This is an optimization exercise on Yosys and OpenROAD, whose aim is small area, not a production implementation. The RTL was checked by simulation tests, not by an equivalence proof against the original design. Power figures rest on the tool's default switching activity, not on a simulated workload.

--- design/flow/config.mk ---
export PLATFORM = sky130hd
export DESIGN_NAME = eth_ipv4_tcp_header_parser
export DESIGN_NICKNAME = eth_ipv4_tcp_header_parser
export VERILOG_FILES = /design/flow/design.v
export SDC_FILE = /design/flow/constraint.sdc
export NUM_CORES = 4
export LEC_CHECK = 0
export CAP_MARGIN = 0
export CORE_MARGIN = 2
export CORE_UTILIZATION = 65
export SLEW_MARGIN = 0
--- design/flow/constraint.sdc ---
create_clock -name core_clock -period 5.5 [get_ports {i_clk}]
set_input_delay 1.1000 -clock core_clock [delete_from_list [all_inputs] [get_ports {i_clk}]]
set_output_delay 1.1000 -clock core_clock [all_outputs]
set_load 0.01 [all_outputs]
--- design/flow/design.v ---
package ethp_pkg;
    localparam int IN_TDATA_W  = 8;
    localparam int OUT_TDATA_W = 248;
    localparam int OUT_TUSER_W = 2;
    localparam logic [1:0] ST_OK  = 2'd0;
    localparam logic [1:0] ST_ETH = 2'd1;
    localparam logic [1:0] ST_IP  = 2'd2;
    localparam logic [1:0] ST_TCP = 2'd3;
    localparam logic [15:0] POS_SRC_MAC  = 16'd6;
    localparam logic [15:0] POS_ETYPE    = 16'd12;
    localparam logic [15:0] POS_VER_IHL  = 16'd14;
    localparam logic [15:0] POS_PROTO    = 16'd23;
    localparam logic [15:0] POS_SRC_IP   = 16'd26;
    localparam logic [15:0] POS_DST_IP   = 16'd30;
    localparam logic [15:0] POS_IP_END   = 16'd34;
    localparam logic [7:0]  ETH_LEN      = 8'd14;
    localparam logic [15:0] IP_MIN_END   = 16'd34;
    localparam logic [15:0] TCP_MIN      = 16'd20;
    localparam logic [3:0]  HDR_MIN_WORDS = 4'd5;
    localparam logic [15:0] ETYPE_IPV4   = 16'h0800;
    localparam logic [3:0]  IP_VERSION4  = 4'd4;
    localparam logic [7:0]  PROTO_TCP    = 8'd6;
    localparam logic [7:0] TCP_DPORT    = 8'd2;
    localparam logic [7:0] TCP_DOFF     = 8'd12;
    localparam logic [7:0] TCP_FLAGS    = 8'd13;
    typedef struct packed {
        logic [15:0] len;
        logic [47:0] dst_mac;
        logic [47:0] src_mac;
        logic [15:0] ether_type;
        logic [7:0]  ver_ihl;
        logic [7:0]  protocol;
        logic [31:0] src_ip;
        logic [31:0] dst_ip;
        logic [15:0] tcp_sport;
        logic [15:0] tcp_dport;
        logic [3:0]  data_off;
        logic [3:0]  flags;
    } t_frame;
endpackage
import ethp_pkg::*;
module eth_ipv4_tcp_header_parser #(
    parameter int MAX_FRAME_BYTES = 65535
) (
    input  logic         i_clk,
    input  logic         i_rst_n,
    input  logic         s_axis_tvalid,
    output logic         s_axis_tready,
    input  logic [ethp_pkg::IN_TDATA_W-1:0]  s_axis_tdata,
    input  logic         s_axis_tlast,
    output logic         m_axis_tvalid,
    input  logic         m_axis_tready,
    output logic [ethp_pkg::OUT_TDATA_W-1:0] m_axis_tdata,
    output logic [1:0]   m_axis_tuser
);
    logic        r_full_a, r_full_b;    
    logic        r_wr;                  
    logic        r_rd;                  
    logic        r_ov;                  
    logic        accept, fin, ld;
    logic        rd_full;
    assign s_axis_tready = !(r_full_a && r_full_b);
    assign accept        = s_axis_tvalid && s_axis_tready;
    assign fin           = accept && s_axis_tlast;
    assign rd_full       = r_rd ? r_full_b : r_full_a;
    assign ld            = rd_full && (!r_ov || m_axis_tready);
    always_ff @(posedge i_clk) begin
        if (!i_rst_n) begin
            r_full_a <= 1'b0;
            r_full_b <= 1'b0;
            r_wr     <= 1'b0;
            r_rd     <= 1'b0;
            r_ov     <= 1'b0;
        end else begin
            if (fin) r_wr <= !r_wr;
            if (ld)  r_rd <= !r_rd;
            if ((fin && !r_wr) || (ld && !r_rd)) r_full_a <= fin && !r_wr;
            if ((fin &&  r_wr) || (ld &&  r_rd)) r_full_b <= fin &&  r_wr;
            if (!r_ov || m_axis_tready) r_ov <= rd_full;
        end
    end
    logic [15:0] r_cnt;
    logic        r_pay;
    logic [3:0]  r_ihl;
    logic        r_ver4;
    logic        r_et8;          
    logic        r_et;           
    logic        r_tcp;          
    logic [3:0]  r_dof;
    logic        lo6, lo8;       
    logic [7:0]  pos;
    logic [6:0]  rel_hi;
    logic [7:0]  rel;            
    logic        rel_neg;        
    logic [7:0]  b;
    assign b      = s_axis_tdata;
    assign lo8    = !r_pay && (r_cnt[15:8] == 8'd0);
    assign lo6    = lo8 && (r_cnt[7:6] == 2'd0);
    assign pos    = r_cnt[7:0];
    assign rel_hi  = {1'b0, pos[7:2]} - {3'b000, r_ihl};
    assign rel     = {rel_hi[5:0], pos[1:0]};
    assign rel_neg = rel_hi[6];
    logic at12, at13, at14, at23, at_dof;
    assign at12   = lo6 && pos[5:0] == 6'd12;
    assign at13   = lo6 && pos[5:0] == 6'd13;
    assign at14   = lo6 && pos[5:0] == 6'd14;
    assign at23   = lo6 && pos[5:0] == 6'd23;
    assign at_dof = lo8 && rel == 8'd26;
    logic        c_sat, c_pay;
    logic [15:0] c_inc;
    logic [5:0]  f_poff;         
    logic [7:0]  c_lim;          
    assign f_poff = 6'd3 + {2'b00, r_ihl} + {2'b00, r_dof};
    assign c_lim  = r_pay ? ~{f_poff, 2'b10} : 8'hFF;
    assign c_sat  = (&r_cnt[15:8]) && (r_cnt[7:0] == c_lim);
    assign c_inc  = c_sat ? r_cnt : r_cnt + 16'd1;
    assign c_pay  = lo8 && !rel_neg && rel == {1'b0, r_dof + 5'd3, 2'b00} && r_et && r_ver4 && r_ihl >= 4'd5 &&
                    r_tcp && r_dof >= 4'd5;
    always_ff @(posedge i_clk) begin
        if (!i_rst_n) begin
            r_cnt <= 16'd0;
            r_pay <= 1'b0;
        end else if (accept) begin
            if (s_axis_tlast) begin
                r_cnt <= 16'd0;
                r_pay <= 1'b0;
            end else if (c_pay) begin
                r_cnt <= 16'hFFFF;
                r_pay <= 1'b1;
            end else begin
                r_cnt <= c_inc;
            end
        end
    end
    always_ff @(posedge i_clk) begin
        if (accept) begin
            if (at12) r_et8 <= (b == 8'h08);
            if (at13) r_et  <= r_et8 && (b == 8'h00);
            if (at14) begin
                r_ver4 <= (b[7:4] == 4'd4);
                r_ihl  <= b[3:0];
            end
            if (at23)   r_tcp <= (b == 8'd6);
            if (at_dof) r_dof <= b[7:4];
        end
    end
    logic        f_eth, f_et, f_ip, f_st3, f_tcp, f_ok;
    logic [1:0]  f_st;
    logic [15:0] f_plen;
    assign f_eth  = !lo8 || pos >= 8'd13;
    assign f_et   = at13 ? (r_et8 && b == 8'h00) : r_et;
    assign f_ip   = f_eth && f_et && r_ver4 && (!lo8 || pos >= 8'd33);
    assign f_st3  = f_ip && r_ihl >= 4'd5 && (!lo8 || (!rel_neg && rel >= 8'd13));
    assign f_tcp  = f_st3 && r_tcp && (!lo8 || (!rel_neg && rel >= 8'd33));
    assign f_ok   = r_pay;
    assign f_st   = (!f_eth || !f_et) ? ST_ETH : f_ok ? ST_OK : f_st3 ? ST_TCP : ST_IP;
    assign f_plen = c_inc;
    localparam int NL = 28;      
    logic [NL-1:0] lane_en;
    logic [219:0]  lane_d;
    always_comb begin
        lane_en = '0;
        for (int k = 0; k < 6; k++) lane_en[5-k]  = lo6 && pos[5:0] == 6'(k);
        for (int k = 0; k < 6; k++) lane_en[11-k] = lo6 && pos[5:0] == 6'(6 + k);
        lane_en[13] = at12;
        lane_en[12] = at13;
        lane_en[14] = at23;
        for (int k = 0; k < 4; k++) lane_en[18-k] = lo6 && pos[5:0] == 6'(26 + k);
        for (int k = 0; k < 4; k++) lane_en[22-k] = lo6 && pos[5:0] == 6'(30 + k);
        lane_en[24] = lo8 && rel == 8'd14;
        lane_en[23] = lo8 && rel == 8'd15;
        lane_en[26] = lo8 && rel == 8'd16;
        lane_en[25] = lo8 && rel == 8'd17;
        lane_en[27] = lo8 && rel == 8'd27;
        lane_d = {{b[4], b[2:0]}, {27{b}}};
    end
    logic [219:0] r_fa, r_fb;        
    logic [1:0]   r_sta, r_stb;      
    logic [2:0]   r_visa, r_visb;    
    logic [5:0]   r_pofa, r_pofb;
    logic [15:0]  r_plna, r_plnb;
    logic wa, wb;
    assign wa = s_axis_tvalid && !r_wr && !r_full_a;
    assign wb = s_axis_tvalid &&  r_wr && !r_full_b;
    always_ff @(posedge i_clk) begin
        for (int k = 0; k < NL - 1; k++) begin
            if (wa && lane_en[k]) r_fa[8*k +: 8] <= lane_d[8*k +: 8];
            if (wb && lane_en[k]) r_fb[8*k +: 8] <= lane_d[8*k +: 8];
        end
        if (wa && lane_en[NL-1]) r_fa[219:216] <= lane_d[219:216];
        if (wb && lane_en[NL-1]) r_fb[219:216] <= lane_d[219:216];
        if (fin && !r_wr) begin
            r_sta  <= f_st;
            r_visa <= {f_tcp, f_ip, f_eth};
            r_pofa <= f_poff;
            r_plna <= f_plen;
        end
        if (fin && r_wr) begin
            r_stb  <= f_st;
            r_visb <= {f_tcp, f_ip, f_eth};
            r_pofb <= f_poff;
            r_plnb <= f_plen;
        end
    end
    logic         sa, sb, hold;
    logic [241:0] va, vb, ma, mb;
    logic [241:0] r_o;
    logic [1:0]   r_ost;
    logic         oka, okb;
    assign hold = !ld;
    assign sa   = ld && !r_rd;
    assign sb   = ld &&  r_rd;
    assign oka  = (r_sta == ST_OK);
    assign okb  = (r_stb == ST_OK);
    assign va   = {r_plna, r_pofa, r_fa};
    assign vb   = {r_plnb, r_pofb, r_fb};
    assign ma   = {{22{sa && oka}}, {36{sa && r_visa[2]}}, {72{sa && r_visa[1]}},
                   {112{sa && r_visa[0]}}};
    assign mb   = {{22{sb && okb}}, {36{sb && r_visb[2]}}, {72{sb && r_visb[1]}},
                   {112{sb && r_visb[0]}}};
    always_ff @(posedge i_clk) begin
        r_o   <= ({242{hold}} & r_o) | (ma & va) | (mb & vb);
        r_ost <= ({2{hold}} & r_ost) | ({2{sa}} & r_sta) | ({2{sb}} & r_stb);
    end
    assign m_axis_tvalid = r_ov;
    assign m_axis_tdata  = {4'd0, r_o[241:220], ~|r_ost, 1'b0, r_o[219:0]};
    assign m_axis_tuser  = r_ost;
endmodule
--- design/flow/flow/run.sh ---
#!/bin/bash
# The standard layout (standard.sh), with one change: the port buffers that placement
# puts on every input and output are buf_1 cells instead of the cell buffer_ports picks, and
# clock tree synthesis adds no dummy loads to its leaf nets.
set -euo pipefail
cd "$(dirname "$0")/.."
export BUFFER_PORTS_ARGS="-buffer_cell sky130_fd_sc_hd__buf_1"
export CTS_ARGS="-sink_clustering_enable -repair_clock_nets -dont_use_dummy_load -sink_clustering_size 30 -sink_clustering_max_diameter 70 -buf_list sky130_fd_sc_hd__clkbuf_16"
bash standard.sh > flow_standard.log 2>&1
--- design/flow/standard.sh ---
#!/bin/bash
# synth_recipe.tcl (not shown) runs the flow's synth.tcl, then flattens the netlist and writes it again
# the make line also repeats each setting of config.mk as NAME=value (left out here)
make -C /OpenROAD-flow-scripts/flow DESIGN_CONFIG=/design/flow/config.mk WORK_HOME=/design/flow/orfs CLKGATE_MAP_FILE= SYNTH_SCRIPT=/design/flow/synth_recipe.tcl "${@:-finish}"
==> results.rst, run 1 <==
.. list-table::
   :header-rows: 1

   * - Metric
     - Value
   * - Outcome
     - timing/DRC/antenna clean
   * - First-iteration detailed-routing DRC count
     - 2601
   * - Top cell type's share of synthesized area
     - 0.568
   * - Layout cell share with drive strength beyond 1
     - 0.0425
   * - Category of the worst setup path capture point
     - flip-flop
   * - DRC violations left
     - 0
   * - Number of H-tree levels
     - 2
   * - Wirelength, routed
     - 62.3 mm
   * - Master of the slowest instance on the critical path
     - nor3_1
   * - Largest net degree at the start of global routing
     - 202
   * - Crit-path cells
     - inv_1 -> ha_1 -> inv_1 -> fa_1 -> a21o_1 -> a21oi_1 -> xnor2_1 -> nor4_1 -> nand3b_1 -> nor3_1
   * - Number of antenna violations at the first check in global routing
     - 2
   * - Synth async-reset ratio
     - 0
   * - GRT Overall Usage
     - 0.287
   * - Commonest non-fill, non-tap cells in the layout
     - edfxtp_1, dfxtp_1, inv_1
   * - Number of resized instances in the post-cts repair step
     - 0
   * - Critical Path Start Type
     - flip-flop
   * - Count of different cell masters after synthesis
     - 68
   * - Worst-case hold path end point
     - r_o[231]
   * - Max frequency
     - 269 MHz
   * - Metal2 WL
     - 31.0 mm
   * - Standard cell core area
     - 40700 um^2
   * - Post-synth EDFFs
     - 506
   * - Total Nets Final
     - 2011
   * - Average cell area after synthesis
     - roughly 15 um^2
   * - Summed negative setup slack over all endpoints
     - 0 ns
   * - Y dimension of the die
     - 207 um
   * - Required time of the worst setup path
     - roughly 5.7 ns
   * - Final weighted congestion in routability-driven placement
     - 0.912
   * - Total setup violations reported at the end of the flow
     - 0
   * - Final Critical Period
     - 3.72 ns
   * - First-pass GRT wire length
     - 91.1 mm
   * - Leakage
     - roughly 11 nW
   * - Netlist area before placement
     - 26700 um^2
   * - Antenna violation net count after detailed routing
     - 0
   * - Via count of the first global-routing pass
     - 15.1k
   * - Worst slew margin relative to its limit
     - 0.209
   * - Transition time at the pin with the least slew margin
     - between 1 and 1.5 ns
   * - Final clock period utilization by the worst path
     - 0.676
   * - Clock edge transition at the registers on the reported setup and hold paths
     - 0.10 ns
   * - Metal3 WL
     - 5.48 mm
   * - Root cell of the clock tree
     - clkbuf_16
   * - Clock tree from TritonCTS
     - yes
   * - Data arrival, critical path
     - 3.92 ns
   * - Hold Vio Cnt, Final
     - 0
   * - Number of cells produced by synthesis
     - 1761
   * - Total half-perimeter wirelength after legalization and detailed placement
     - between 30 and 40 mm
   * - Commonest register cell after synthesis
     - edfxtp_1
   * - Top Metal Used
     - met4
   * - Via count normalized by instance count
     - 6.38
   * - Max rail drop VDD
     - about 0.32 mV
   * - Buffers on Ports
     - 259
   * - Met1 Routed Length
     - around 25 mm
   * - Unrepaired setup endpoints after global routing
     - no
   * - Max clock buf depth
     - 3
   * - Warnings, synthesis
     - 1
   * - Aggregate global routing overflow
     - 0
   * - Startpoint of the lowest-slack register-to-register path
     - r_cnt[2]
   * - Total of flip-flops plus latches after synthesis
     - 772
   * - Origin of the worst min-delay path
     - r_plna[5]
   * - Number of iterations in the first detailed-routing pass
     - 12
   * - Critical path type
     - reg2reg
   * - Drt wl/cell
     - 24.8 um
   * - Syn-to-layout area delta
     - 8.83%
   * - Number of buffers inserted to repair setup after CTS
     - 0
   * - Slew Limit Fails
     - 0
   * - Count of boundary I/O pins
     - between 200 and 300
   * - Maximum fanout along the worst path
     - 11
   * - Hold depth
     - 2
   * - P per Cell Area
     - 363 nW/um^2
   * - Cell Rows
     - 74
   * - Number of cells on the worst reg-to-reg path
     - 10
   * - Critical Path Max Stage Delay
     - 0.90 ns
   * - Later-pin clock latency in the skew report
     - 0.59 ns
   * - Leading cell types by total area after synthesis
     - edfxtp_1, dfxtp_1, a222oi_1
   * - Reg2Reg Setup Slack
     - 1.78 ns
   * - # hold bufs at CTS
     - 0
   * - Fraction of the yosys area taken by sequential cells
     - 0.767
   * - Max cap viols
     - 0
   * - Worst clock skew
     - approximately 0.073 ns
   * - TritonCTS Buffers
     - 36
   * - Class of the most critical hold timing path
     - reg2reg
   * - Final cell count without fillers
     - approximately 2.5k
   * - TritonCTS sink count
     - ~770
   * - Most common cell after layout, fill and taps aside
     - edfxtp_1
   * - Starting Density
     - 0.656
   * - Die Footprint
     - 42800 um^2
   * - Placed Instances
     - 2472
   * - Die span in x
     - around 210 um
   * - Library cell occupying the most area in the post-synthesis netlist
     - edfxtp_1
   * - Most repeated library cell on the critical path
     - inv_1
   * - RR Endpoint
     - r_fa[197]
   * - Total via count after detailed routing
     - 16.0k
   * - Overall Power
     - approximately 11 mW
[worst max-delay path by stage]
stage | start | endpoint | cells past startpoint
after floorplan | r_cnt[2] | r_fb[184] | 11
after global placement | r_cnt[2] | r_fb[189] | 10
after detailed placement | r_cnt[2] | r_fa[194] | 10
after CTS | r_cnt[2] | r_fa[197] | 10
after global routing | r_cnt[2] | r_fa[186] | 10
final | r_cnt[2] | r_fa[197] | 10
[flip-flops by register name (all words and copies together), names as in the netlist, 2 cells and up]
name / cells
r_pofa: 6
r_cnt: 16
r_stb: 2
r_pofb: 6
r_visb: 3
r_ihl: 4
r_sta: 2
r_plna: 16
r_fa: 220
r_ost: 2
r_fb: 220
r_o: 242
r_visa: 3
r_dof: 4
r_plnb: 16
[Yosys cell counts (8+ instances only)]
cell type  count
o21ai_0       25
dfxtp_1      266
nand3_1       18
a21oi_1       12
xor2_1         9
nand2_1       56
nor2_1        75
a222oi_1     242
and3_1        11
clkbuf_1      88
xnor2_1       16
inv_1        263
nor3_1        24
edfxtp_1     506
and2_1        16
ha_1          18
nand4_1        8
[worst max-delay path: cells and delay by family, from the launching register on]
kind | cells | cell delay [ns]
DFF | 1 | 0.43
xor gates and xnor gates | 1 | 0.17
adders and majority gates | 2 | 0.56
buffers and inverters | 2 | 0.21
AOI/OAI and AO/OA | 2 | 0.47
and+or+nand+nor | 3 | 1.49
[cell families after synthesis]
group	count (synthesis)	share of synthesized area
xor+xnor	27	0.00992
simple gates	240	0.0438
flops	772	0.767
fa+ha+maj	20	0.00992
compound gates	329	0.115
other cells	1	0.000140
buf+inv	369	0.0527
mux	3	0.00117
[per-layer routing]
layer  GRT usage  up-vias
met5           0        -
met4      0.0767        0
met3      0.0502       81
met2       0.471      740
met1       0.403     8047
li1            -     7146
[power breakdown]
group / leakage (nW) / total (mW) / internal, mW / switching, mW
sequential: 6.76 / 6.69 / 6.49 / 0.195
combinational: 4.03 / 1.05 / 0.392 / 0.661
clock: 0.444 / 2.81 / 1.18 / 1.63
[stage by stage]
stage | worst slack (ns) | hold WS, ns | area (um^2) | utilization
final | 1.78 | 0.437 | 29100 | 0.714
after floorplan | 2.33 | 0.430 | 26800 | -
after global routing | 1.40 | 0.466 | 29100 | 0.714
after global placement | 1.91 | 0.431 | 28200 | 0.692
after CTS | 1.78 | 0.441 | 29100 | 0.714
after detailed placement | 1.79 | 0.439 | 28200 | 0.692
[area by class of cell]
| class | count | area (um^2) |
|---|---|---|
| Tap cell | 532 | 666 |
| Timing Repair Buffer | 279 | 1140 |
| Multi-Input combinational cell | 624 | 4870 |
| Fill cell | 2780 | 11600 |
| Antenna cell | 2 | 5.00 |
| Clock buffer | 36 | 901 |
| Sequential cell | 772 | 20500 |
| Inverter | 265 | 995 |
==> run 2, diff against run 1 <==
--- a/design/flow/design.v
+++ b/design/flow/design.v
@@ -56,12 +56,9 @@
     logic        r_full_a, r_full_b;    
-    logic        r_wr;                  
-    logic        r_rd;                  
     logic        r_ov;                  
-    logic        accept, fin, ld;
-    logic        rd_full;
-    assign s_axis_tready = !(r_full_a && r_full_b);
+    logic        accept, fin, ld, mv;
+    assign s_axis_tready = !(r_full_a && r_full_b && r_ov);
     assign accept        = s_axis_tvalid && s_axis_tready;
     assign fin           = accept && s_axis_tlast;
-    assign rd_full       = r_rd ? r_full_b : r_full_a;
-    assign ld            = rd_full && (!r_ov || m_axis_tready);
+    assign ld            = r_full_a && (!r_ov || m_axis_tready);    
+    assign mv            = r_full_b && (!r_full_a || ld);           
     always_ff @(posedge i_clk) begin
@@ -70,11 +67,7 @@
             r_full_b <= 1'b0;
-            r_wr     <= 1'b0;
-            r_rd     <= 1'b0;
             r_ov     <= 1'b0;
         end else begin
-            if (fin) r_wr <= !r_wr;
-            if (ld)  r_rd <= !r_rd;
-            if ((fin && !r_wr) || (ld && !r_rd)) r_full_a <= fin && !r_wr;
-            if ((fin &&  r_wr) || (ld &&  r_rd)) r_full_b <= fin &&  r_wr;
-            if (!r_ov || m_axis_tready) r_ov <= rd_full;
+            if (fin || mv)             r_full_b <= fin;
+            if (mv || ld)              r_full_a <= mv;
+            if (!r_ov || m_axis_tready) r_ov    <= r_full_a;
         end
@@ -181,19 +174,8 @@
     logic [15:0]  r_plna, r_plnb;
-    logic wa, wb;
-    assign wa = s_axis_tvalid && !r_wr && !r_full_a;
-    assign wb = s_axis_tvalid &&  r_wr && !r_full_b;
     always_ff @(posedge i_clk) begin
         for (int k = 0; k < NL - 1; k++) begin
-            if (wa && lane_en[k]) r_fa[8*k +: 8] <= lane_d[8*k +: 8];
-            if (wb && lane_en[k]) r_fb[8*k +: 8] <= lane_d[8*k +: 8];
-        end
-        if (wa && lane_en[NL-1]) r_fa[219:216] <= lane_d[219:216];
-        if (wb && lane_en[NL-1]) r_fb[219:216] <= lane_d[219:216];
-        if (fin && !r_wr) begin
-            r_sta  <= f_st;
-            r_visa <= {f_tcp, f_ip, f_eth};
-            r_pofa <= f_poff;
-            r_plna <= f_plen;
-        end
-        if (fin && r_wr) begin
+            if (accept && lane_en[k]) r_fb[8*k +: 8] <= lane_d[8*k +: 8];
+        end
+        if (accept && lane_en[NL-1]) r_fb[219:216] <= lane_d[219:216];
+        if (fin) begin
             r_stb  <= f_st;
@@ -203,22 +185,23 @@
         end
-    end
-    logic         sa, sb, hold;
-    logic [241:0] va, vb, ma, mb;
+        if (mv) begin
+            r_fa   <= r_fb;
+            r_sta  <= r_stb;
+            r_visa <= r_visb;
+            r_pofa <= r_pofb;
+            r_plna <= r_plnb;
+        end
+    end
+    logic         hold;
+    logic [241:0] va, ma;
     logic [241:0] r_o;
     logic [1:0]   r_ost;
-    logic         oka, okb;
+    logic         oka;
     assign hold = !ld;
-    assign sa   = ld && !r_rd;
-    assign sb   = ld &&  r_rd;
     assign oka  = (r_sta == ST_OK);
-    assign okb  = (r_stb == ST_OK);
     assign va   = {r_plna, r_pofa, r_fa};
-    assign vb   = {r_plnb, r_pofb, r_fb};
-    assign ma   = {{22{sa && oka}}, {36{sa && r_visa[2]}}, {72{sa && r_visa[1]}},
-                   {112{sa && r_visa[0]}}};
-    assign mb   = {{22{sb && okb}}, {36{sb && r_visb[2]}}, {72{sb && r_visb[1]}},
-                   {112{sb && r_visb[0]}}};
-    always_ff @(posedge i_clk) begin
-        r_o   <= ({242{hold}} & r_o) | (ma & va) | (mb & vb);
-        r_ost <= ({2{hold}} & r_ost) | ({2{sa}} & r_sta) | ({2{sb}} & r_stb);
+    assign ma   = {{22{ld && oka}}, {36{ld && r_visa[2]}}, {72{ld && r_visa[1]}},
+                   {112{ld && r_visa[0]}}};
+    always_ff @(posedge i_clk) begin
+        r_o   <= ({242{hold}} & r_o) | (ma & va);
+        r_ost <= ({2{hold}} & r_ost) | ({2{ld}} & r_sta);
     end
==> results.rst, run 2 <==
.. list-table::
   :header-rows: 1

   * - Metric
     - Value
   * - Outcome
     - timing/DRC/antenna clean
   * - Diode insertion count for antenna repair
     - 0 (-2)
   * - Final clock period utilization by the worst path
     - 0.681 (+0.00457)
   * - Worst slew margin relative to its limit
     - 0.121 (-0.0883)
   * - Total setup violations reported at the end of the flow
     - 0 (unchanged)
   * - Total via count after detailed routing
     - 15.0k (-6.4%)
   * - Master of the slowest instance on the critical path
     - fa_1
   * - Category of the worst setup path capture point
     - flip-flop
   * - Cell Rows
     - 73 (-1.4%)
   * - Leakage
     - 10.5 nW (-6.6%)
   * - Clock tree from TritonCTS
     - yes
   * - Total of flip-flops plus latches after synthesis
     - 770 (-0.26%)
   * - Worst slack after detailed placement
     - 1.81 ns (+0.0181 ns)
   * - Post-synth EDFFs
     - 508 (+0.40%)
   * - Die span in x
     - 204 um (-1.2%)
   * - Wirelength, routed
     - 53.8 mm (-14%)
   * - Standard cell core area
     - 39600 um^2 (-2.7%)
   * - Global Route met1 Usage
     - 0.365 (-0.0371)
   * - Largest net degree at the start of global routing
     - 164 (-19%)
   * - Crit-path cells
     - inv_1 -> ha_1 -> inv_1 -> ha_1 -> fa_1 -> xor2_2 -> o41ai_1 -> o311ai_4 -> a21o_1 -> nand4_1 -> and3_1 -> or4b_1
   * - Number of resized instances in the post-cts repair step
     - 0 (unchanged)
   * - Transition time at the pin with the least slew margin
     - 1.31 ns (+0.122 ns)
   * - Starting Density
     - 0.658 (+0.00168)
   * - Hold Slack
     - 0.355 ns (-0.0823 ns)
   * - Count of different cell masters after synthesis
     - 71 (+4.4%)
   * - TritonCTS sink count
     - 770 (-0.26%)
   * - First-iteration detailed-routing DRC count
     - 1364 (-48%)
   * - Aggregate global routing overflow
     - 0 (unchanged)
   * - Y dimension of the die
     - 204 um (-1.2%)
   * - # hold bufs at CTS
     - 0 (unchanged)
   * - Total half-perimeter wirelength after legalization and detailed placement
     - 33.3 mm (-12%)
   * - Largest register FFs
     - 242 (unchanged)
   * - Max frequency
     - 267 MHz (-0.67%)
   * - Max clock buf depth
     - 3 (unchanged)
   * - Final Critical Period
     - 3.75 ns (+0.0251 ns)
   * - Max cap viols
     - 0 (unchanged)
   * - Most crowded layer after global routing
     - met2
   * - Unrepaired setup endpoints after global routing
     - no
   * - Category of cells accounting for the largest share of critical-path delay
     - simple AND/OR/NAND/NOR gates
   * - Overall Power
     - 9.97 mW (-5.4%)
   * - Via count normalized by instance count
     - 5.67 (-11%)
   * - Library cell occupying the most area in the post-synthesis netlist
     - edfxtp_1
   * - Class of the most critical hold timing path
     - reg2reg
   * - Most frequent cell after synthesis
     - edfxtp_1
   * - M3 GR Usage
     - 0.0387 (-0.0115)
   * - Later-pin clock latency in the skew report
     - 0.56 ns (-0.03 ns)
   * - Layout cell share with drive strength beyond 1
     - 0.0397 (-0.00285)
   * - Buffers on Ports
     - 259 (unchanged)
   * - Commonest cells in the synthesized netlist
     - edfxtp_1, nand2_1, dfxtp_1, nand3_1, clkbuf_1
   * - Number of cells on the worst reg-to-reg path
     - 12 (+2)
   * - Number of iterations in the first detailed-routing pass
     - 6 (-6)
   * - Largest regs
     - r_o: 242 flops, r_fa: 220 flops, r_fb: 220 flops
   * - Critical Path Start Type
     - flip-flop
   * - Syn-to-layout area delta
     - 9.06%
   * - Drt wl/cell
     - 20.3 um (-18%)
   * - Hold Vio Cnt, Final
     - 0 (unchanged)
   * - Number of antenna violations at the first check in global routing
     - 0 (-2)
   * - Hold depth
     - 0 (-2)
   * - Final weighted congestion in routability-driven placement
     - 0.869 (-4.8%)
   * - Antenna violation net count after detailed routing
     - 0 (unchanged)
   * - Via count of the first global-routing pass
     - 14.2k (-5.8%)
   * - DRC violations left
     - 0 (unchanged)
   * - Number of H-tree levels
     - 2 (unchanged)
   * - Number of buffers inserted to repair setup after CTS
     - 0 (unchanged)
   * - Met2 track utilization from global routing
     - 0.418 (-0.0527)
   * - Root cell of the clock tree
     - clkbuf_16
   * - Die Footprint
     - 41700 um^2 (-2.4%)
   * - Critical Path Max Stage Delay
     - 0.51 ns (-0.39 ns)
   * - Largest reg by FF count
     - r_o
   * - Data arrival, critical path
     - 4.16 ns (+0.24 ns)
   * - P per Cell Area
     - 351 nW/um^2 (-3.3%)
   * - Most common cell after layout, fill and taps aside
     - edfxtp_1
   * - Bufs and invs on worst path
     - 2 (unchanged)
   * - Worst clock skew
     - 0.0639 ns (-0.00904 ns)
   * - Number of gates on the worst path with buffers counted
     - 12 (+2)
   * - Critical path type
     - reg2reg
   * - Total Nets Final
     - 2153 (+7.1%)
   * - Required time of the worst setup path
     - 5.92 ns (+0.22 ns)
   * - Average cell area after synthesis
     - 13.7 um^2 (-9.6%)
   * - Netlist area before placement
     - 26100 um^2 (-2.4%)
   * - First-pass GRT wire length
     - 80.9 mm (-11%)
   * - Count of boundary I/O pins
     - 265 (unchanged)
   * - Number of cells produced by synthesis
     - 1900 (+7.9%)
   * - Top cell type's share of synthesized area
     - 0.585 (+0.0166)
   * - Maximum fanout along the worst path
     - 10 (-1)
   * - Commonest register cell after synthesis
     - edfxtp_1
   * - Fraction of the yosys area taken by sequential cells
     - 0.786 (+0.0185)
   * - TritonCTS Buffers
     - 36 (unchanged)
   * - Clock edge transition at the registers on the reported setup and hold paths
     - 0.09 ns (about the same)
   * - Leading cell types by total area after synthesis
     - edfxtp_1, dfxtp_1, nand2_1
   * - Worst Slack Setup Final
     - 1.75 ns (-0.0251 ns)
   * - Max rail drop VDD
     - 0.256 mV (-19%)
   * - Commonest non-fill, non-tap cells in the layout
     - edfxtp_1, nand2_1, dfxtp_1
   * - Synth async-reset ratio
     - 0 (unchanged)
   * - Warnings, synthesis
     - 1 (unchanged)
   * - GRT Overall Usage
     - 0.257 (-0.0298)
   * - Slew Limit Fails
     - 0 (unchanged)
[run 2: changes by cell type in the layout (fill, tap and decap cells not counted), sizes merged, moves of 5 or more]
cell / before / now
nand2: 56 / 491
inv: 264 / 21
a222oi: 242 / 0
nand3: 18 / 230
a22o: 1 / 24
nor2: 75 / 52
and2: 16 / 5
nor3: 24 / 14
o21ai: 25 / 15
nand3b: 1 / 9
o311ai: 7 / 2
xnor2: 16 / 11
[run 2: cells by family (layout without fill, tap and decap cells)]
kind of cell,after synthesis,after routing,synth area share
AO/OA/AOI/OAI,95,95,0.0285
XOR/XNOR,25,25,0.00921
adder cells (fa/ha/maj),20,20,0.0102
buffers and inverters,122,336,0.0189
flip-flops,770,770,0.786
multiplexers,2,2,0.00125
other,1,5,0.000144
AND/OR/NAND/NOR,865,865,0.146
[run 2: final timing paths]
| path | from | to | slack [ns] |
|---|---|---|---|
| max | r_dof[0] | r_cnt[11] | 1.75 |
| min | r_fb[197] | r_fa[197] | 0.35 |
| max reg2reg | r_dof[0] | r_cnt[11] | 1.75 |
| min reg2reg | r_fb[197] | r_fa[197] | 0.35 |
[run 2: layer usage]
layer	wire [um]	share of wire
met1	23000	0.43
met2	26000	0.48
met3	3430	0.064
met4	1310	0.024
met5	0	0
[run 2: power breakdown]
group	internal, mW	switching (mW)
clock	1.18	1.60
combinational	0.174	0.438
sequential	6.42	0.163
total	7.77	2.20
[run 2: through the flow]
step | std cells | utilization | TNS, ns | instance area (um^2)
floorplan | 1904 | - | -35.54 | 26100
global placement | 2607 | 0.695 | 0 | 27500
detailed placement | 2607 | 0.695 | 0 | 27500
CTS | 2643 | 0.718 | 0 | 28400
global route | 2643 | 0.718 | 0 | 28400
finish | 2643 | 0.718 | 0 | 28400
[run 2: layout make-up]
class	instances	area, um^2
Sequential cell	770	20500
Multi-Input combinational cell	1012	5150
Clock buffer	36	901
Tap cell	525	657
Fill cell	2707	11200
Inverter	22	87.6
Timing Repair Buffer	278	1150
==> run 3, diff against run 2 <==
--- a/design/flow/design.v
+++ b/design/flow/design.v
@@ -40,2 +40,12 @@
 endpackage
+module ethp_omux (
+    input  logic         i_hold,
+    input  logic [3:0]   i_sel,     
+    input  logic [241:0] i_q,
+    input  logic [241:0] i_a,
+    output logic [241:0] o_d
+);
+    assign o_d = ({242{i_hold}} & i_q) |
+                 ({{22{i_sel[3]}}, {36{i_sel[2]}}, {72{i_sel[1]}}, {112{i_sel[0]}}} & i_a);
+endmodule
 import ethp_pkg::*;
@@ -194,3 +204,3 @@
     logic         hold;
-    logic [241:0] va, ma;
+    logic [241:0] va, r_o_d;
     logic [241:0] r_o;
@@ -201,6 +211,11 @@
     assign va   = {r_plna, r_pofa, r_fa};
-    assign ma   = {{22{ld && oka}}, {36{ld && r_visa[2]}}, {72{ld && r_visa[1]}},
-                   {112{ld && r_visa[0]}}};
-    always_ff @(posedge i_clk) begin
-        r_o   <= ({242{hold}} & r_o) | (ma & va);
+    ethp_omux u_omux (
+        .i_hold (hold),
+        .i_sel  ({ld && oka, ld && r_visa[2], ld && r_visa[1], ld && r_visa[0]}),
+        .i_q    (r_o),
+        .i_a    (va),
+        .o_d    (r_o_d)
+    );
+    always_ff @(posedge i_clk) begin
+        r_o   <= r_o_d;
         r_ost <= ({2{hold}} & r_ost) | ({2{ld}} & r_sta);
--- a/design/flow/config.mk
+++ b/design/flow/config.mk
@@ -11 +11,3 @@
 export SLEW_MARGIN = 0
+export SYNTH_HIERARCHICAL = 1
+export SYNTH_MINIMUM_KEEP_SIZE = 0
==> results.rst, run 3 <==
.. list-table::
   :header-rows: 1

   * - Metric
     - Value
   * - Outcome
     - timing/DRC/antenna clean
   * - Reg2Reg Setup Slack
     - 1.38 ns (-0.37 ns)
   * - DRC violations left
     - 0 (unchanged)
   * - Buffers on Ports
     - 259 (unchanged)
   * - First-iteration detailed-routing DRC count
     - 1334 (-2.2%)
   * - Required time of the worst setup path
     - 5.67 ns (-0.25 ns)
   * - Number of resized instances in the post-cts repair step
     - 0 (unchanged)
   * - Slew Limit Fails
     - 0 (unchanged)
   * - First-pass GRT wire length
     - 76.0 mm (-6.0%)
   * - Number of iterations in the first detailed-routing pass
     - 5 (-1)
   * - Most frequent cell after synthesis
     - edfxtp_1
   * - Clock edge transition at the registers on the reported setup and hold paths
     - 0.09 ns (about the same)
   * - Largest net degree at the start of global routing
     - 105 (-36%)
   * - TritonCTS sink count
     - 770 (unchanged)
   * - Critical Path Max Stage Delay
     - 0.72 ns (+0.21 ns)
   * - Library cell occupying the most area in the post-synthesis netlist
     - edfxtp_1
   * - Worst Slack Setup Final
     - 1.38 ns (-0.374 ns)
   * - Share of the core filled with cells in the final layout
     - 0.718 (about the same)
   * - P per Cell Area
     - 364 nW/um^2 (+3.8%)
   * - Largest regs
     - r_o: 242 flops, r_fa: 220 flops, r_fb: 220 flops
   * - Number of H-tree levels
     - 2 (unchanged)
   * - Total of flip-flops plus latches after synthesis
     - 770 (unchanged)
   * - Fraction of the yosys area taken by sequential cells
     - 0.810 (+0.0236)
   * - Most repeated library cell on the critical path
     - inv_1
   * - Layout cell share with drive strength beyond 1
     - 0.0523 (+0.0126)
   * - Worst-case hold path end point
     - r_fa[203]
   * - Final clock period utilization by the worst path
     - 0.749 (+0.0680)
   * - Critical path type
     - reg2reg
   * - Count of boundary I/O pins
     - 265 (unchanged)
   * - Die span in x
     - 201 um (-1.4%)
   * - Drt wl/cell
     - 22.6 um (+11%)
   * - GRT Overall Usage
     - 0.247 (-0.0102)
   * - Average cell area after synthesis
     - 17.6 um^2 (+29%)
   * - Later-pin clock latency in the skew report
     - 0.57 ns (about the same)
   * - Filler cells
     - 2539 (-6.2%)
   * - Startpoint of the lowest-slack register-to-register path
     - r_cnt[2]
   * - Number of antenna violations at the first check in global routing
     - 0 (unchanged)
   * - Unrepaired setup endpoints after global routing
     - no
   * - Commonest non-fill, non-tap cells in the layout
     - edfxtp_1, dfxtp_1, buf_1
   * - Transition time at the pin with the least slew margin
     - 1.09 ns (-0.222 ns)
   * - Critical Path Start Type
     - flip-flop
   * - Most common cell after layout, fill and taps aside
     - edfxtp_1
   * - Standard cell core area
     - 38600 um^2 (-2.7%)
   * - Syn-to-layout area delta
     - 9.27%
   * - Starting Density
     - 0.657 (-0.00127)
   * - Wirelength, routed
     - 49.8 mm (-7.3%)
   * - # hold bufs at CTS
     - 0 (unchanged)
   * - Post-synth EDFFs
     - 508 (unchanged)
   * - RR Endpoint
     - r_fb[186]
   * - Total Nets Final
     - 1718 (-20%)
   * - Max rail drop VDD
     - 0.326 mV (+28%)
   * - Total setup violations reported at the end of the flow
     - 0 (unchanged)
   * - Number of buffers inserted to repair setup after CTS
     - 0 (unchanged)
   * - Y dimension of the die
     - 201 um (-1.4%)
   * - Final cell count without fillers
     - 2201 (-17%)
   * - Max frequency
     - 243 MHz (-9.1%)
   * - Crit-path cells
     - inv_1 -> ha_1 -> inv_1 -> fa_1 -> nand3_1 -> and2_1 -> xnor2_1 -> o311ai_0 -> or4_1 -> or2_2 -> nor4_2
   * - TritonCTS Buffers
     - 36 (unchanged)
   * - Diode insertion count for antenna repair
     - 0 (unchanged)
   * - Max cap viols
     - 0 (unchanged)
   * - Leakage
     - 9.41 nW (-10%)
   * - Origin of the worst min-delay path
     - r_fb[203]
   * - Commonest register cell after synthesis
     - edfxtp_1
   * - Clock tree from TritonCTS
     - yes
   * - Number of cells produced by synthesis
     - 1435 (-24%)
   * - Largest reg by FF count
     - r_o
   * - Hold depth
     - 0 (unchanged)
   * - Netlist area before placement
     - 25300 um^2 (-2.9%)
   * - Root cell of the clock tree
     - clkbuf_16
   * - Cell Rows
     - 72 (-1.4%)
   * - Total via count after detailed routing
     - 13.1k (-13%)
   * - Category of the worst setup path capture point
     - flip-flop
   * - Largest register FFs
     - 242 (unchanged)
   * - Class of the most critical hold timing path
     - reg2reg
   * - Worst slack after detailed placement
     - 1.38 ns (-0.421 ns)
   * - Max clock buf depth
     - 3 (unchanged)
   * - Data arrival, critical path
     - 4.29 ns (+0.13 ns)
   * - Summed negative setup slack over all endpoints
     - 0 ns (unchanged)
   * - Commonest cells in the synthesized netlist
     - edfxtp_1, dfxtp_1, a22o_1, nand2_1, nor2_1
   * - Top cell type's share of synthesized area
     - 0.602 (+0.0176)
   * - Total half-perimeter wirelength after legalization and detailed placement
     - 30.3 mm (-9.1%)
   * - Hold Vio Cnt, Final
     - 0 (unchanged)
   * - Final weighted congestion in routability-driven placement
     - 0.906 (+4.3%)
   * - Worst clock skew
     - 0.0649 ns (+0.000974 ns)
   * - Synth async-reset ratio
     - 0 (unchanged)
   * - Aggregate global routing overflow
     - 0 (unchanged)
   * - Master of the slowest instance on the critical path
     - nor4_2
   * - Antenna violation net count after detailed routing
     - 0 (unchanged)
   * - Die Footprint
     - 40600 um^2 (-2.9%)
   * - Via count of the first global-routing pass
     - 12.7k (-11%)
   * - Count of different cell masters after synthesis
     - 67 (-5.6%)
   * - Leading cell types by total area after synthesis
     - edfxtp_1, dfxtp_1, a22o_1
   * - Maximum fanout along the worst path
     - 14 (+4)
   * - Placed Instances
     - 2165 (-17%)
   * - Worst slew margin relative to its limit
     - 0.274 (+0.153)
   * - Via count normalized by instance count
     - 5.95 (+4.9%)
   * - Number of cells on the worst reg-to-reg path
     - 11 (-1)
   * - Final Critical Period
     - 4.12 ns (+0.374 ns)
   * - Warnings, synthesis
     - 7 (+6)
[run 3: changes by cell type in the layout (fill, tap and decap cells not counted), sizes merged, moves of 4 or more]
cell    before  now
o311ai       2    7
nor3        14   22
a22o        24  243
nor2        52   42
nand2      491   42
and3        10    6
nand4       10    5
buf        270  275
and2         5   11
xnor2       11   18
nand3      230   16
[run 3: how the worst max path moves through the flow]
stage                        startpoint   endpoint  cells after the start
final                          r_cnt[2]  r_fb[186]                     11
after global routing           r_cnt[2]  r_fb[186]                     11
after CTS                      r_cnt[2]  r_fb[189]                     11
after detailed placement       r_cnt[2]  r_fb[184]                     11
after global placement         r_cnt[2]  r_fb[189]                     11
after floorplan           m_axis_tready    r_fa[0]                      2
[run 3: cells by family after synthesis]
kind of cell,Yosys count,share of synthesized area
compound gates,320,0.105
xor+xnor,29,0.0100
fa+ha+maj,20,0.0105
buf+inv,97,0.0229
flops,770,0.810
mux,2,0.000791
other cells,1,0.000148
simple gates,196,0.0408
[run 3: metal layers]
layer / global-route usage / wire (um) / up-vias
li1: - / - / 6006
met1: 0.366 / 22300 / 6587
met2: 0.396 / 23800 / 445
met3: 0.0329 / 2740 / 60
met4: 0.0614 / 930 / 0
met5: 0 / 0 / -
[run 3: modules after synthesis (local to each module, per instance)]
module | flip-flops and latches | cells inside | copies in the design | area [um^2]
eth_ipv4_tcp_header_parser | 770 | 1140 | 1 | 22800
ethp_omux | 0 | 295 | 1 | 2510
[run 3: area by class of cell]
| cell class | instances | area, um^2 | area share |
|---|---|---|---|
| repair buffers | 283 | 1210 | 0.0438 |
| well taps | 518 | 648 | 0.0234 |
| flip-flops and latches | 770 | 20500 | 0.741 |
| clock buffers | 36 | 901 | 0.0326 |
| inverters | 22 | 87.6 | 0.00317 |
| multi-input cells | 572 | 4320 | 0.156 |
[run 3: power breakdown]
part / switching (mW) / total [mW] / internal [mW]
logic: 0.398 / 0.700 / 0.302
clock network: 1.58 / 2.75 / 1.18
registers: 0.182 / 6.62 / 6.43
[run 3: critical path: cells and delay by family (launching register included)]
family                   cells  cell delay [ns]
AO/OA/AOI/OAI                1             0.21
adder cells (fa/ha/maj)      2             0.46
buffers and inverters        2             0.32
AND/OR/NAND/NOR              5             1.92
XOR/XNOR                     1             0.20
flip-flops                   1             0.66
[run 3: per-stage QoR]
stage          hold WS, ns  area [um^2]  total power [mW]
6_report             0.395        27700              10.1
5_1_grt              0.401        27700              10.4
3_3_place_gp         0.400        26800              7.43
2_1_floorplan        0.400        25400              7.11
4_1_cts              0.397        27700              10.1
3_5_place_dp         0.405        26800              7.45
==> run 4, diff against run 3 <==
--- a/design/flow/config.mk
+++ b/design/flow/config.mk
@@ -9,3 +9,3 @@
 export CORE_MARGIN = 2
-export CORE_UTILIZATION = 65
+export CORE_UTILIZATION = 72
 export SLEW_MARGIN = 0
==> results.rst, run 4 <==
.. list-table::
   :header-rows: 1

   * - Metric
     - Value
   * - Outcome
     - timing/DRC/antenna clean
   * - Worst clock skew
     - 0.0571 ns (-0.00777 ns)
   * - Maximum fanout along the worst path
     - 14 (unchanged)
   * - Warnings, synthesis
     - 7 (unchanged)
   * - Syn-to-layout area delta
     - 8.70%
   * - Root cell of the clock tree
     - clkbuf_16
   * - Total Nets Final
     - 1718 (unchanged)
   * - Antenna violation net count after detailed routing
     - 0 (unchanged)
   * - Total half-perimeter wirelength after legalization and detailed placement
     - 30.5 mm (+0.69%)
   * - Crit path launch
     - r_cnt[2]
   * - Class of the most critical hold timing path
     - reg2reg
   * - Total of flip-flops plus latches after synthesis
     - 770 (unchanged)
   * - Startpoint of the lowest-slack register-to-register path
     - r_cnt[2]
   * - Top cell type's share of synthesized area
     - 0.602 (unchanged)
   * - Slew Limit Fails
     - 0 (unchanged)
   * - Diode insertion count for antenna repair
     - 0 (unchanged)
   * - Via count normalized by instance count
     - 6.19 (+4.0%)
   * - Via count of the first global-routing pass
     - 12.5k (-1.5%)
   * - Final weighted congestion in routability-driven placement
     - 0.879 (-2.9%)
   * - Critical path type
     - reg2reg
   * - TritonCTS sink count
     - 770 (unchanged)
   * - Last element of the critical path
     - r_fb[191]
   * - Clock tree from TritonCTS
     - yes
   * - Wirelength, routed
     - 49.7 mm (-0.32%)
   * - Max rail drop VDD
     - 0.313 mV (-4.1%)
   * - Max frequency
     - 242 MHz (-0.32%)
   * - Required time of the worst setup path
     - 5.62 ns (-0.05 ns)
   * - Number of cells on the worst reg-to-reg path
     - 11 (unchanged)
   * - Storage element area
     - 20500 um^2 (unchanged)
   * - Drt wl/cell
     - 23.2 um (+2.6%)
   * - Synth async-reset ratio
     - 0 (unchanged)
   * - Die Footprint
     - 36700 um^2 (-9.5%)
   * - Most frequent cell after synthesis
     - edfxtp_1
   * - Final Critical Period
     - 4.13 ns (+0.0133 ns)
   * - Worst slew margin relative to its limit
     - 0.172 (-0.102)
   * - DRC violations left
     - 0 (unchanged)
   * - First-iteration detailed-routing DRC count
     - 1175 (-12%)
   * - Critical Path Start Type
     - flip-flop
   * - Number of resized instances in the post-cts repair step
     - 0 (unchanged)
   * - Combined area of the multi-input logic cells
     - 4310 um^2 (-0.23%)
   * - Clock edge transition at the registers on the reported setup and hold paths
     - 0.10 ns (about the same)
   * - Aggregate global routing overflow
     - 0 (unchanged)
   * - Average cell area after synthesis
     - 17.6 um^2 (unchanged)
   * - Layout cell share with drive strength beyond 1
     - 0.0511 (-0.00119)
   * - Largest regs
     - r_o: 242 flops, r_fa: 220 flops, r_fb: 220 flops
   * - Filler cells
     - 1890 (-26%)
   * - Netlist area before placement
     - 25300 um^2 (unchanged)
   * - Largest reg by FF count
     - r_o
   * - Unrepaired setup endpoints after global routing
     - no
   * - Largest net degree at the start of global routing
     - 144 (+37%)
   * - # hold bufs at CTS
     - 0 (unchanged)
   * - Later-pin clock latency in the skew report
     - 0.55 ns (-0.02 ns)
   * - Post-synth EDFFs
     - 508 (unchanged)
   * - Number of iterations in the first detailed-routing pass
     - 5 (unchanged)
   * - Number of antenna violations at the first check in global routing
     - 0 (unchanged)
   * - Share of the core filled with cells in the final layout
     - 0.795 (+0.0773)
   * - P per Cell Area
     - 364 nW/um^2 (about the same)
   * - Largest register FFs
     - 242 (unchanged)
   * - Total via count after detailed routing
     - 13.2k (+1.0%)
   * - Max cap viols
     - 0 (unchanged)
   * - Commonest non-fill, non-tap cells in the layout
     - edfxtp_1, dfxtp_1, buf_1
   * - Number of H-tree levels
     - 2 (unchanged)
   * - Number of buffers inserted to repair setup after CTS
     - 0 (unchanged)
   * - Count of different cell masters after synthesis
     - 67 (unchanged)
   * - RR Endpoint
     - r_fb[191]
   * - Hold Slack
     - 0.360 ns (-0.0350 ns)
   * - Count of boundary I/O pins
     - 265 (unchanged)
   * - Worst Slack Setup Final
     - 1.37 ns (-0.0133 ns)
   * - Leakage
     - 9.39 nW (-0.26%)
   * - Data arrival, critical path
     - 4.25 ns (-0.04 ns)
   * - TritonCTS Buffers
     - 35 (-2.8%)
   * - Die span in x
     - 192 um (-4.9%)
   * - Library cell occupying the most area in the post-synthesis netlist
     - edfxtp_1
   * - Reg2Reg Setup Slack
     - 1.37 ns (about the same)
   * - Worst slack after detailed placement
     - 1.48 ns (+0.0929 ns)
   * - Buffers on Ports
     - 259 (unchanged)
   * - Cell Rows
     - 68 (-5.6%)
   * - Starting Density
     - 0.731 (+0.0745)
   * - Commonest register cell after synthesis
     - edfxtp_1
   * - Max clock buf depth
     - 3 (unchanged)
   * - Hold Vio Cnt, Final
     - 0 (unchanged)
   * - Final clock period utilization by the worst path
     - 0.751 (+0.00241)
   * - GRT Overall Usage
     - 0.269 (+0.0217)
   * - Transition time at the pin with the least slew margin
     - 1.24 ns (+0.155 ns)
   * - Fraction of the yosys area taken by sequential cells
     - 0.810 (unchanged)
   * - Commonest cells in the synthesized netlist
     - edfxtp_1, dfxtp_1, a22o_1, nand2_1, nor2_1
   * - Standard cell core area
     - 34600 um^2 (-10%)
   * - Category of the worst setup path capture point
     - flip-flop
   * - First-pass GRT wire length
     - 73.5 mm (-3.3%)
   * - Most common cell after layout, fill and taps aside
     - edfxtp_1
   * - Number of cells produced by synthesis
     - 1435 (unchanged)
   * - Total setup violations reported at the end of the flow
     - 0 (unchanged)
   * - Leading cell types by total area after synthesis
     - edfxtp_1, dfxtp_1, a22o_1
   * - Y dimension of the die
     - 192 um (-4.9%)
-- run 4: modules after synthesis, one instance, submodules excluded --
| module | flip-flops and latches | cell area, um^2 | cells | copies in the design |
|---|---|---|---|---|
| eth_ipv4_tcp_header_parser | 770 | 22800 | 1140 | 1 |
| ethp_omux | 0 | 2510 | 295 | 1 |
-- run 4: area by class of cell --
type | instances | area share
inverter | 22 | 0.00318
timing repair buffer | 284 | 0.0430
sequential | 770 | 0.745
clock buffer | 35 | 0.0318
tap | 455 | 0.0207
multi-input combinational | 572 | 0.157
-- run 4: worst max-delay path: stages, from the launching register on --
cell,delay (ns)
dfxtp_1,0.66
inv_1,0.22
ha_1,0.25
inv_1,0.07
fa_1,0.20
nand3_1,0.10
and2_1,0.21
xnor2_1,0.21
o311ai_0,0.21
or4_1,0.53
or2_2,0.36
nor4_2,0.69
-- run 4: how the worst min path moves through the flow --
stage          startpoint   endpoint  slack, ns  depth (start not counted)
6_report        r_fb[180]  r_fa[180]       0.36                          0
5_1_grt         r_fb[180]  r_fa[180]       0.36                          0
4_1_cts         r_fb[180]  r_fa[180]       0.36                          0
3_5_place_dp    r_fb[100]  r_fa[100]       0.40                          0
3_3_place_gp    r_fb[160]  r_fa[160]       0.40                          0
2_1_floorplan     r_fb[0]    r_fa[0]       0.40                          0
-- run 4: power by group --
| part | switching, mW | total (mW) | internal, mW |
|---|---|---|---|
| combinational | 0.402 | 0.703 | 0.301 |
| clock | 1.55 | 2.69 | 1.15 |
| sequential | 0.186 | 6.62 | 6.43 |
-- run 4: per-layer routing --
layer / up-vias / track usage / share of wire
met4: 0 / 0.0577 / 0.019
met3: 68 / 0.0354 / 0.064
met5: - / 0 / 0
met1: 6639 / 0.402 / 0.43
met2: 513 / 0.433 / 0.48
li1: 6013 / - / -
-- run 4: logic make-up after synthesis --
logic type      count (synthesis)  synth area share
flops                         770             0.810
compound gates                320             0.105
simple gates                  196            0.0408
buf+inv                        97            0.0229
xor+xnor                       29            0.0100
fa+ha+maj                      20            0.0105
mux                             2          0.000791
other cells                     1          0.000148
-- run 4: stage by stage --
step | std cells | total power [mW] | setup TNS (ns) | area, um^2
CTS | 2138 | 10.1 | 0 | 27500
floorplan | 1439 | 7.11 | -35.87 | 25400
global placement | 2103 | 7.41 | 0 | 26600
detailed placement | 2103 | 7.45 | 0 | 26600
finish | 2138 | 10.0 | 0 | 27500
global route | 2138 | 10.3 | 0 | 27500
==> run 5, diff against run 4 <==
--- a/design/flow/flow/run.sh
+++ b/design/flow/flow/run.sh
@@ -7,3 +7,3 @@
 export BUFFER_PORTS_ARGS="-buffer_cell sky130_fd_sc_hd__buf_1"
-export CTS_ARGS="-sink_clustering_enable -repair_clock_nets -dont_use_dummy_load -sink_clustering_size 30 -sink_clustering_max_diameter 70 -buf_list sky130_fd_sc_hd__clkbuf_16"
+export CTS_ARGS="-sink_clustering_enable -repair_clock_nets -dont_use_dummy_load -sink_clustering_size 33 -sink_clustering_max_diameter 75 -buf_list sky130_fd_sc_hd__clkbuf_16"
 bash standard.sh > flow_standard.log 2>&1
--- a/design/flow/config.mk
+++ b/design/flow/config.mk
@@ -9,3 +9,3 @@
 export CORE_MARGIN = 2
-export CORE_UTILIZATION = 72
+export CORE_UTILIZATION = 65
 export SLEW_MARGIN = 0
==> results.rst, run 5 <==
.. list-table::
   :header-rows: 1

   * - Metric
     - Value
   * - Outcome
     - timing/DRC/antenna clean
   * - Library cell occupying the most area in the post-synthesis netlist
     - edfxtp_1
   * - Overall Power
     - 9.97 mW (-0.43%)
   * - Die span in x
     - 201 um (+5.1%)
   * - Buffers on Ports
     - 259 (unchanged)
   * - Largest reg by FF count
     - r_o
   * - P per Cell Area
     - 361 nW/um^2 (-0.78%)
   * - Total of flip-flops plus latches after synthesis
     - 770 (unchanged)
   * - Max frequency
     - 238 MHz (-1.6%)
   * - Fraction of the yosys area taken by sequential cells
     - 0.810 (unchanged)
   * - Final Critical Period
     - 4.20 ns (+0.0675 ns)
   * - Top cell type's share of synthesized area
     - 0.602 (unchanged)
   * - # hold bufs at CTS
     - 0 (unchanged)
   * - Worst clock skew
     - 0.0460 ns (-0.0111 ns)
   * - Reg2Reg Setup Slack
     - 1.30 ns (-0.07 ns)
   * - Cell Rows
     - 72 (+5.9%)
   * - Number of resized instances in the post-cts repair step
     - 0 (unchanged)
   * - Y dimension of the die
     - 201 um (+5.1%)
   * - Hold Slack
     - 0.386 ns (+0.0262 ns)
   * - Max cap viols
     - 0 (unchanged)
   * - Die Footprint
     - 40600 um^2 (+11%)
   * - Synth async-reset ratio
     - 0 (unchanged)
   * - Aggregate global routing overflow
     - 0 (unchanged)
   * - Number of iterations in the first detailed-routing pass
     - 5 (unchanged)
   * - DRC violations left
     - 0 (unchanged)
   * - Clock edge transition at the registers on the reported setup and hold paths
     - 0.10 ns (about the same)
   * - Leading cell types by total area after synthesis
     - edfxtp_1, dfxtp_1, a22o_1
   * - Via count of the first global-routing pass
     - 12.6k (+0.75%)
   * - Commonest non-fill, non-tap cells in the layout
     - edfxtp_1, dfxtp_1, buf_1
   * - Count of boundary I/O pins
     - 265 (unchanged)
   * - Netlist area before placement
     - 25300 um^2 (unchanged)
   * - Via count normalized by instance count
     - 5.92 (-4.3%)
   * - Warnings, synthesis
     - 7 (unchanged)
   * - Critical path type
     - reg2reg
   * - Count of different cell masters after synthesis
     - 67 (unchanged)
   * - Max rail drop VDD
     - 0.267 mV (-14%)
   * - Worst slew margin relative to its limit
     - 0.273 (+0.100)
   * - Maximum fanout along the worst path
     - 14 (unchanged)
   * - Wirelength, routed
     - 49.2 mm (-0.93%)
   * - Largest net degree at the start of global routing
     - 105 (-27%)
   * - Clock tree from TritonCTS
     - yes
   * - First-pass GRT wire length
     - 75.3 mm (+2.4%)
   * - Drt wl/cell
     - 22.4 um (-3.7%)
   * - RR Endpoint
     - r_fb[186]
   * - Final weighted congestion in routability-driven placement
     - 0.906 (+3.0%)
   * - Total half-perimeter wirelength after legalization and detailed placement
     - 30.3 mm (-0.69%)
   * - TritonCTS Buffers
     - 34 (-2.9%)
   * - Final clock period utilization by the worst path
     - 0.764 (+0.0123)
   * - Worst Slack Setup Final
     - 1.30 ns (-0.0675 ns)
   * - Number of cells on the worst reg-to-reg path
     - 11 (unchanged)
   * - Leakage
     - 9.39 nW (about the same)
   * - Hold Vio Cnt, Final
     - 0 (unchanged)
   * - Unrepaired setup endpoints after global routing
     - no
   * - Number of cells produced by synthesis
     - 1435 (unchanged)
   * - Post-synth EDFFs
     - 508 (unchanged)
   * - Standard cell core area
     - 38600 um^2 (+11%)
   * - Metal2 WL
     - 23.7 mm (-1.2%)
   * - Class of the most critical hold timing path
     - reg2reg
   * - Hold depth
     - 0 (unchanged)
   * - Most frequent cell after synthesis
     - edfxtp_1
   * - TritonCTS sink count
     - 770 (unchanged)
   * - Most common cell after layout, fill and taps aside
     - edfxtp_1
   * - Required time of the worst setup path
     - 5.65 ns (+0.03 ns)
   * - Category of the worst setup path capture point
     - flip-flop
   * - Largest register FFs
     - 242 (unchanged)
   * - Number of H-tree levels
     - 2 (unchanged)
   * - Number of buffers inserted to repair setup after CTS
     - 0 (unchanged)
   * - Data arrival, critical path
     - 4.35 ns (+0.10 ns)
   * - Slew Limit Fails
     - 0 (unchanged)
   * - Number of antenna violations at the first check in global routing
     - 0 (unchanged)
   * - Syn-to-layout area delta
     - 9.08%
   * - Met1 Routed Length
     - 22.1 mm (+2.5%)
   * - Commonest cells in the synthesized netlist
     - edfxtp_1, dfxtp_1, a22o_1, nand2_1, nor2_1
   * - Commonest register cell after synthesis
     - edfxtp_1
   * - Layout cell share with drive strength beyond 1
     - 0.0512 (+0.0000608)
   * - Share of the core filled with cells in the final layout
     - 0.716 (-0.0785)
   * - Worst-case hold path end point
     - r_plna[6]
   * - Critical Path Start Type
     - flip-flop
   * - Metal3 WL
     - 2.65 mm (-17%)
   * - Antenna violation net count after detailed routing
     - 0 (unchanged)
   * - Max clock buf depth
     - 3 (unchanged)
   * - Starting Density
     - 0.657 (-0.0745)
   * - Transition time at the pin with the least slew margin
     - 1.09 ns (-0.153 ns)
   * - First-iteration detailed-routing DRC count
     - 1241 (+5.6%)
   * - Later-pin clock latency in the skew report
     - 0.55 ns (about the same)
   * - Startpoint of the lowest-slack register-to-register path
     - r_cnt[2]
   * - Total Nets Final
     - 1716 (-0.12%)
   * - Root cell of the clock tree
     - clkbuf_16
   * - Total setup violations reported at the end of the flow
     - 0 (unchanged)
   * - Average cell area after synthesis
     - 17.6 um^2 (unchanged)
   * - Worst slack after detailed placement
     - 1.38 ns (-0.0929 ns)
   * - Total via count after detailed routing
     - 13.0k (-1.6%)
   * - Summed negative setup slack over all endpoints
     - 0 ns (unchanged)
   * - Top Metal Used
     - met4
   * - Largest regs
     - r_o: 242 flops, r_fa: 220 flops, r_fb: 220 flops
   * - Origin of the worst min-delay path
     - r_plnb[6]
   * - GRT Overall Usage
     - 0.243 (-0.0252)
## run 5: worst max-delay path by stage
stage | startpoint | to
2_1_floorplan | m_axis_tready | r_fa[0]
3_3_place_gp | r_cnt[2] | r_fb[189]
3_5_place_dp | r_cnt[2] | r_fb[184]
4_1_cts | r_cnt[2] | r_fb[185]
5_1_grt | r_cnt[2] | r_fb[186]
6_report | r_cnt[2] | r_fb[186]
## run 5: power by group
part / switching [mW] / internal [mW]
Clock: 1.55 / 1.12
Combinational: 0.396 / 0.302
Sequential: 0.179 / 6.43
## run 5: critical path, cell delays in order, from the launching register on
cell,delay [ns]
dfxtp_1,0.68
inv_1,0.25
ha_1,0.26
inv_1,0.07
fa_1,0.20
nand3_1,0.10
and2_1,0.21
xnor2_1,0.21
o311ai_0,0.21
or4_1,0.53
or2_2,0.36
nor4_2,0.72
## run 5: through the flow
stage,std cells,instance area (um^2)
after floorplan,1439,25400
after global placement,2165,26800
after detailed placement,2165,26800
after CTS,2199,27600
final,2200,27600
after global routing,2199,27600
## run 5: kinds of logic (layout without fill, tap and decap cells)
family | Yosys count | count (layout) | share of synthesized area
XOR/XNOR | 29 | 29 | 0.0100
flip-flops | 770 | 770 | 0.810
adder cells (fa/ha/maj) | 20 | 20 | 0.0105
other | 1 | 6 | 0.000148
AND/OR/NAND/NOR | 196 | 196 | 0.0408
multiplexers | 2 | 2 | 0.000791
buffers and inverters | 97 | 339 | 0.0229
AO/OA/AOI/OAI | 320 | 320 | 0.105
## run 5: area by class of cell
class / instances / area (um^2)
Multi-Input combinational cell: 572 / 4320
Inverter: 22 / 87.6
Fill cell: 2551 / 10900
Sequential cell: 770 / 20500
Timing Repair Buffer: 283 / 1210
Tap cell: 518 / 648
Clock buffer: 34 / 851
Antenna cell: 1 / 2.50
## run 5: Yosys stat by module, one instance, submodules excluded
module	flip-flops and latches	cells
eth_ipv4_tcp_header_parser	770	1140
ethp_omux	0	295
## run 5: layer usage
metal,vias to the layer above,GRT usage
li1,6003,-
met1,6559,0.364
met2,409,0.393
met3,54,0.0293
met4,0,0.0536
met5,-,0

-- port drivers added, routing unchanged --
No port has a modelled driver above. Below, the same layouts with a new extraction and two added sets of constraints.
Step 1 assumes that a clkbuf_16 drives the clock port and a buf_2 every other input.
Step 2, shift: input delay + t, output delay - t, t = (earliest + latest rising clock arrival at the registers) / 2. This alone moves slack from input paths to output paths.
Slacks: no drivers / after step 1 / after step 2; pairs: no drivers / after step 1.
| run | t, ns | setup slack, ns | hold slack, ns | pins driven straight from the clock port |
|---|---|---|---|---|
| run 1 | 0.617 | 1.780 / 1.780 / 1.780 | 0.437 / 0.437 / 0.437 | 1 |
| run 2 | 0.591 | 1.754 / 1.754 / 1.754 | 0.355 / 0.355 / 0.355 | 1 |
| run 3 | 0.595 | 1.380 / 1.380 / 1.380 | 0.395 / 0.395 / 0.395 | 1 |
| run 4 | 0.578 | 1.367 / 1.367 / 1.367 | 0.360 / 0.360 / 0.360 | 1 |
| run 5 | 0.587 | 1.299 / 1.299 / 1.299 | 0.386 / 0.386 / 0.386 | 1 |
After both steps every run listed still meets setup and hold.
